This is an optimization exercise on Yosys and OpenROAD, whose aim is a short achievable clock period and few clock cycles per item, not a production implementation. Function was checked by simulation only, so behaviour that the tests miss may differ from the original. Power is estimated from default activity; no workload was simulated.

== before ==
// rv_core
module rv_core (
    input  logic              clk,
    input  logic              rst,
    output rv_pkg::word_t     imem_addr,
    input  rv_pkg::word_t     imem_data,
    output logic              wb_valid,
    output rv_pkg::reg_addr_t wb_rd,
    output rv_pkg::word_t     wb_data
);
Size: ~150,000 um2 of cells after synthesis.
clock: 8.0 ns
lec_check: 0
abc_clock_period_in_ps: 3000
cap_margin: 20
cell_pad_in_sites_detail_placement: 1
cell_pad_in_sites_global_placement: 2
core_margin: 2
core_utilization: 35
setup_slack_margin: 5
slew_margin: 20
run.sh (not shown) runs the stock make flow with config.mk's settings and CLKGATE_MAP_FILE= SYNTH_SCRIPT=/design/flow/synth_recipe.tcl, a recipe that flattens the netlist after the stock synthesis.
Testbench counts of before, summed over its fixed seeds: cycles 41,673, instrs 38,009.
Changes in after relative to before:
--- a/flow/design.v
+++ b/flow/design.v
@@ -76,16 +76,17 @@
     logic [31:0] dmem [64];
     logic [31:0] pc_f;
     logic        v_d;
     logic        pred_d;         
     logic        hit1_d, hit2_d;  
     logic        byp1_d, byp2_d;  
     logic [31:0] ir_d, pc_d, pc4_d, rv1_d, rv2_d;
     logic [NB-1:0] bt_v;
+    logic [NB-1:0] bt_k;         
     logic [29:0]   bt_tag [NB];
     logic [31:0]   bt_tgt [NB];
     logic [$clog2(NB)-1:0] bt_ptr;
     logic        v_e;
     logic        wen_e;          
     logic        st_e, br_e;
     logic        sub_e;          
     logic        s_and_e, s_or_e, s_slt_e, s_ld_e, s_sum_e;
@@ -123,26 +124,29 @@
         else if (wb_valid && wb_rd == rs2_f)  rf2_f = wb_data;
         else                                  rf2_f = regs[rs2_f];
         hit1_f = v_d && wen_d && rd == rs1_f;
         hit2_f = v_d && wen_d && rd == rs2_f;
         byp1_f = v_e && wen_e && rd_e == rs1_f;
         byp2_f = v_e && wen_e && rd_e == rs2_f;
     end
     logic        bt_hit;
+    logic        bt_hitj;        
     logic [31:0] bt_npc;
     logic [31:0] pc4_f;
     assign pc4_f[31:2] = pc_f[31:2] + 30'd1;
     assign pc4_f[1:0] = pc_f[1:0];
     always_comb begin
         bt_hit = 1'b0;
+        bt_hitj = 1'b0;
         bt_npc = '0;
         for (int i = 0; i < NB; i++) begin
             if (bt_v[i] && bt_tag[i] == pc_f[31:2]) begin
                 bt_hit = 1'b1;
+                bt_hitj = bt_hitj | ~bt_k[i];
                 bt_npc = bt_npc | bt_tgt[i];
             end
         end
     end
     logic [31:0] imm_i, imm_s, imm_b, imm_j;
     logic [31:0] val1, val2;
     logic        sub_d, s_and_d, s_or_d, s_slt_d, s_sum_d;
     logic [31:0] op_a_d, op_b_d;
@@ -213,35 +217,45 @@
         if (stall_d)       npc_seq = pc_f;
         else if (bt_hit)   npc_seq = bt_npc;
         else               npc_seq = pc4_f;
         if (redir_e)       npc = tgt_e;
         else if (redir_d)  npc = tgt_d;
         else               npc = npc_seq;
     end
     assign imem_addr = pc_f;
-    logic bt_ins;
-    assign bt_ins = v_d && jmp_d && !pred_d;
+    logic        lt_v;
+    logic [31:0] lt_pc4;
+    logic [29:0] lt_tag;
+    logic bt_ins, bt_fold;
+    assign bt_fold = ((is_jal && rd == 5'd0) || is_br) && lt_v && lt_pc4 == pc_d;
+    assign bt_ins  = v_d && jmp_d && !pred_d;
     always_ff @(posedge clk or posedge rst) begin
         if (rst) begin
             pc_f     <= '0;
             v_d      <= 1'b0;
             stall_q  <= 1'b0;
             pred_d   <= 1'b0;
             bt_v     <= '0;
+            lt_v     <= 1'b0;
             bt_ptr   <= '0;
             v_e      <= 1'b0;
             wb_valid <= 1'b0;
         end else begin
             pc_f     <= npc;
             v_d      <= ~(redir_e | redir_d) & (v_d | ~stall_d);
             stall_q  <= ~(redir_e | redir_d) & ~stall_d & hit1_f
                         & (imem_data[6:0] == 7'b0000011 || imem_data[6:0] == 7'b0100011);
             if (!stall_d) begin
-                pred_d <= bt_hit;
+                pred_d <= bt_hitj;
+            end
+            if (redir_e) begin
+                lt_v <= 1'b0;
+            end else if (v_d && !stall_d) begin
+                lt_v <= ~redir_d & ~jmp_d;
             end
             if (bt_ins) begin
                 bt_v[bt_ptr] <= 1'b1;
                 bt_ptr       <= bt_ptr + 1'b1;
             end
             v_e      <= v_d & ~redir_e & ~stall_d;
             wb_valid <= v_e & wen_e;
         end
@@ -256,27 +270,32 @@
             byp2_d <= hit2_d;
         end else begin
             ir_d   <= imem_data;
             pc_d   <= pc_f;
             pc4_d  <= pc4_f;
             rv1_d  <= rf1_f;
             rv2_d  <= rf2_f;
             hit1_d <= hit1_f;
-            jq_d   <= jmp_f ^ bt_hit;
+            jq_d   <= jmp_f ^ bt_hitj;
             bq_d   <= (imem_data[6:0] == 7'b1100011) && rs1_f != rs2_f
                       && !hit1_f && !hit2_f && !byp1_f && !byp2_f;
             hit2_d <= hit2_f;
             byp1_d <= byp1_f;
             byp2_d <= byp2_f;
         end
     end
     always_ff @(posedge clk) begin
+        if (v_d && !stall_d) begin
+            lt_pc4 <= pc4_d;
+            lt_tag <= pc_d[31:2];
+        end
         if (bt_ins) begin
-            bt_tag[bt_ptr] <= pc_d[31:2];
+            bt_k[bt_ptr]   <= bt_fold;
+            bt_tag[bt_ptr] <= bt_fold ? lt_tag : pc_d[31:2];
             bt_tgt[bt_ptr] <= tgt_d;
         end
     end
     always_ff @(posedge clk) begin
         wen_e   <= wen_d;
         st_e    <= is_st;
         br_e    <= br_late_d;
         sub_e   <= sub_d;
[summary]
Both conditions hold for after: the flow ran to the end and the final layout passed the timing, design-rule and antenna checks.
The post-layout minimum cycle time in after sits 0.21 ns above the value recorded for before.
For average vias per placed instance, after and before come out practically identical.
The fraction of area in non-clock buffers of after exceeds that of before by 1.4 points.
A cell type of the slowest stage on the worst timing path of sky130_fd_sc_hd__nor4_4 is what before shows, while sky130_fd_sc_hd__or4_1 belongs to after.
For the part of the total power dissipated in combinational logic, after came in 0.8 points higher than before did.
Per the comparison of after with before, count of filler cells inserted in the layout has increased, starting density of the core was more or less identical.
Testbench counts of after, summed over its fixed seeds: cycles 40,269, instrs 38,009.

port drivers added, routing unchanged:
The flow's constraints put no driver on any port. The routed layouts listed below were extracted and timed again, unchanged, in two steps. Step 1 sets driving cells, clkbuf_16 on the clock port and buf_2 on the other inputs (assumed; they add their load-dependent delay and slew). Step 2 adds t to the input delays and takes it off the output delays; t is the mean of the earliest and latest rising clock arrival at the registers after step 1. Input paths then give back, and output paths get back, about the clock's delay inside the block. Three values: ideal, step 1, step 2; two values: the first two.
run	t, ns	setup slack, ns	worst setup path after step 2	pins driven straight from the clock port
before	1.084	4.586 / 4.499 / 3.878	input to register	1
after	1.116	4.377 / 4.297 / 3.377	input to register	1
After both steps setup and hold are still met in every run listed. The setup slack of after, which loses most, moves by -0.080 ns with the drivers and by -1.000 ns with both steps.
